This design comes from an exercise in tuning for small area on the open sky130 flow, not from production work. The RTL was checked by simulation tests, not by an equivalence proof against the original design. No activity file was given, so power comes from the tool's default toggle rates.

// dmem_host_port
module dmem_host_port #(
  parameter int DEPTH      = 256,
  parameter int MAX_CYCLES = 7000
) (
  input  logic        CLK,
  input  logic        RSTN,
  input  logic [15:0] dmem_addr,
  input  logic [15:0] dmem_wdata,
  input  logic        dmem_write,
  output logic [15:0] dmem_rdata,
  input  logic        load_req,
  input  logic        dump_req,
  input  logic        run_req,
  input  logic        halt_req,
  input  logic        host_wvalid,
  input  logic [15:0] host_wdata,
  output logic        host_wready,
  output logic        host_rvalid,
  output logic [15:0] host_rdata,
  input  logic        host_rready,
  output logic        start,
  output logic        stop,
  output logic [1:0]  state,
  output logic        err
);
  localparam logic [1:0] S_IDLE = 2'd0, S_LOAD = 2'd1, S_RUN = 2'd2, S_DUMP = 2'd3;
  logic [1:0]  state_q, state_d;
  logic        start_q, stop_q, err_q;
  logic [12:0] c_q, c_d;
  logic        s_idle, s_load, s_run, s_dump;
  assign s_idle = (state_q == S_IDLE);
  assign s_load = (state_q == S_LOAD);
  assign s_run  = (state_q == S_RUN);
  assign s_dump = (state_q == S_DUMP);
  logic in_range;
  assign in_range = (dmem_addr[15:8] == 8'd0);
  logic last;       
  assign last = &c_q[7:0];
  logic wd_hit;     
  assign wd_hit = (c_q == 13'(MAX_CYCLES - 1));
  logic h_step;     
  assign h_step = (s_load & host_wvalid) | (s_dump & host_rready);
  always_comb begin
    state_d = state_q;
    unique case (state_q)
      S_IDLE: begin
        if (load_req)      state_d = S_LOAD;
        else if (dump_req) state_d = S_DUMP;
        else if (run_req)  state_d = S_RUN;
      end
      S_RUN:   if (halt_req || wd_hit) state_d = S_IDLE;
      default: if (h_step && last) state_d = S_IDLE;
    endcase
  end
  assign c_d = s_idle ? 13'd0 : (c_q + 13'((s_run | h_step) ? 1 : 0));
  always_ff @(posedge CLK or negedge RSTN) begin
    if (!RSTN) begin
      state_q <= S_IDLE;
      start_q <= 1'b0;
      stop_q  <= 1'b0;
      err_q   <= 1'b0;
    end else begin
      state_q <= state_d;
      start_q <= s_idle & ~load_req & ~dump_req & run_req;
      stop_q  <= s_run & (halt_req | wd_hit);
  ...
Size in the first run: ~11,000 cells after synthesis, about 4,100 flip-flops, roughly 96 I/O pins.
==> flow/config.mk <==
export PLATFORM = sky130hd
export DESIGN_NAME = dmem_host_port
export DESIGN_NICKNAME = dmem_host_port
export VERILOG_FILES = /design/flow/design.v
export SDC_FILE = /design/flow/constraint.sdc
export NUM_CORES = 4
export LEC_CHECK = 0
export CAP_MARGIN = 20
export CORE_MARGIN = 2
export CORE_UTILIZATION = 50
export PLACE_DENSITY = 0.6
export SLEW_MARGIN = 20
export SYNTH_HIERARCHICAL = 1
export SYNTH_MINIMUM_KEEP_SIZE = 0
==> flow/constraint.sdc <==
create_clock -name core_clock -period 12.0 [get_ports {CLK}]
set_input_delay 2.4000 -clock core_clock [delete_from_list [all_inputs] [get_ports {CLK}]]
set_output_delay 2.4000 -clock core_clock [all_outputs]
set_load 0.01 [all_outputs]
standard.sh (not shown) runs the stock make flow with config.mk's settings and CLKGATE_MAP_FILE= SYNTH_SCRIPT=/design/flow/synth_recipe.tcl, a recipe that flattens the netlist after the stock synthesis.
==> flow/flow/run.sh <==
#!/bin/bash
# Own flow: the standard layout (standard.sh, unchanged synthesis), with
#  - a clock tree of clkbuf_16 with sink clusters of up to 30 flip-flops within
#    70 um, buffers every 80 um on the upper tree, and no dummy loads,
#  - port buffers of the smallest buffer (every port still gets one).
set -euo pipefail
here=$(pwd)
bash standard.sh \
  "CTS_ARGS=-sink_clustering_enable -repair_clock_nets -dont_use_dummy_load -root_buf sky130_fd_sc_hd__clkbuf_16 -tree_buf sky130_fd_sc_hd__clkbuf_16 -buf_list sky130_fd_sc_hd__clkbuf_16 -sink_clustering_size 30 -sink_clustering_max_diameter 70 -distance_between_buffers 80" \
  "BUFFER_PORTS_ARGS=-buffer_cell sky130_fd_sc_hd__buf_1" \
  finish > "$here/standard_flow.log" 2>&1
Rerun with:
- CORE_UTILIZATION: 50 -> 70
- PLACE_DENSITY: 0.6 -> 0.8
Outcome:
- clock-buffer cell count shrinks by 20
- final area shrinks by 1.5%
- total power shrinks by 1.8%
- synthesized area is unchanged
- final cell count shrinks by about 7%
- synthesized cell count is unchanged
- worst hold slack gets better by 0.0045 ns
- via count grows by 1.4%
Rerun with:
- CORE_UTILIZATION: 70 -> 80
- PLACE_DENSITY: 0.8 -> 0.88
The changed run completed without violations.
Die area came out lower by 12%.
Worst setup slack is worse by 0.74 ns.
Wire length is higher by 2.8%.
Sequential share of layout area came out higher by 0.12 points.
Core utilization increases by 10 points.
Non-clock buffer count goes up by 5.
First-iteration DRC count goes up by 24%.
Total power barely changes.

---

Setup of north:
dmem_host_port, a different RTL version from the one above (not shown whole).
Size: about 11,000 cells after synthesis, ~4,100 flip-flops, about 0.14 mm2 of cells after synthesis.
Settings: LEC_CHECK=0, CAP_MARGIN=20, CORE_MARGIN=2, CORE_UTILIZATION=50, PLACE_DENSITY=0.6, SLEW_MARGIN=20, SYNTH_HIERARCHICAL=1, SYNTH_MINIMUM_KEEP_SIZE=0; clock period 12.0 ns.
run.sh (not shown) runs the stock make flow with config.mk's settings and CLKGATE_MAP_FILE= SYNTH_SCRIPT=/design/flow/synth_recipe.tcl, a recipe that flattens the netlist after the stock synthesis.
Stock flow here: none of the scripts above is used.
In summary, north completed successfully, with a layout that passed the timing, design-rule and antenna checks.
> inputs changed (north -> south)
- CAP_MARGIN changed from 20 to 10
- SLEW_MARGIN changed from 20 to 10
==> flow/flow/run.sh (new file) <==
#!/bin/bash
# Own flow: the standard layout (standard.sh, unchanged synthesis), with
#  - a clock tree of clkbuf_16 with sink clusters of up to 30 flip-flops within
#    70 um, buffers every 80 um on the upper tree, and no dummy loads,
#  - port buffers of the smallest buffer (every port still gets one).
set -euo pipefail
here=$(pwd)
bash standard.sh \
  "CTS_ARGS=-sink_clustering_enable -repair_clock_nets -dont_use_dummy_load -root_buf sky130_fd_sc_hd__clkbuf_16 -tree_buf sky130_fd_sc_hd__clkbuf_16 -buf_list sky130_fd_sc_hd__clkbuf_16 -sink_clustering_size 30 -sink_clustering_max_diameter 70 -distance_between_buffers 80" \
  "BUFFER_PORTS_ARGS=-buffer_cell sky130_fd_sc_hd__buf_1" \
  finish > "$here/standard_flow.log" 2>&1
==> flow/standard.sh (new file) <==
#!/bin/bash
# synth_recipe.tcl (not shown) runs the flow's synth.tcl, then flattens the netlist and writes it again
# the make line also repeats each setting of config.mk as NAME=value (left out here)
make -C /OpenROAD-flow-scripts/flow DESIGN_CONFIG=/design/flow/config.mk WORK_HOME=/design/flow/orfs CLKGATE_MAP_FILE= SYNTH_SCRIPT=/design/flow/synth_recipe.tcl "${@:-finish}"
removed: flow/run.sh
--- outcome ---
- The final layout from south, which completed every stage, passed the timing, design-rule and antenna checks at the end of the flow.
- Final setup slack of the worst path, south and north: higher on south
- | part of the cycle the worst path needs | south vs north | 0.52 points lower |
- As far as count of flip-flops with a built-in enable after synthesis is concerned, south and north perform about the same.
- Compared with north, in south maximum frequency +0.55%; power share of the clock group -13 points.
- south reports a lower finished layout cell area than north does.
- south vs. north: share of cell area taken by flip-flops and latches climbed 3.0 points; core occupancy in the finished layout decreased 3.4 points; post-placement setup slack rose 0.59 ns.
The following lists how east was set up differently from south:
- a change of SLEW_MARGIN from 10 to 20
- a change of CAP_MARGIN from 10 to 20
Notes after the runs:
- Going from south to east, first-pass iteration count of the detailed router grows by 1.
- Shortest clock period the worst path allows after layout delta for east relative to south: 0.33 ns lower
- Per the final summary, east finished and its layout is clean on timing, DRC and antenna.
- Comparing south with east, the cell internal power dissipation came out essentially unchanged.
- Changes observed in east relative to south: post-route core utilization held steady, effective utilization at floorplan held steady, combinational power held steady.

==> separate check: timing with driven ports <==
In the flow no input, the clock included, has a driving cell. The finished layouts below were timed again as built, in two steps. Step 1 assumes that a clkbuf_16 drives the clock port and a buf_2 every other input. Step 2, shift: input delay + t, output delay - t, t = (earliest + latest rising clock arrival at the registers) / 2. This alone moves slack from input paths to output paths. a / b / c = ideal / step 1 / step 2; a / b = the first two.
run | t (ns) | setup slack, ns | hold slack, ns | worst setup path at the end
the first run of note 1 | 1.264 | 0.773 / 0.704 / 0.704 | 0.466 / 0.466 / 0.466 | input to output
the second run of note 1 | 1.072 | 1.058 / 1.033 / 1.033 | 0.471 / 0.471 / 0.471 | input to output
the third run of note 1 | 1.081 | 0.318 / 0.246 / 0.292 | 0.476 / 0.476 / 0.476 | input to output
north | 1.073 | 0.662 / 0.634 / 0.634 | 0.468 / 0.468 / 0.468 | input to output
south | 1.268 | 0.725 / 0.700 / 0.700 | 0.473 / 0.473 / 0.473 | input to output
east | 1.251 | 1.059 / 1.031 / 1.031 | 0.469 / 0.469 / 0.469 | input to output
After both steps every run listed still meets setup and hold. The setup slack of the first run of note 1, which loses most, moves by -0.069 ns with the drivers and by -0.069 ns with both steps.
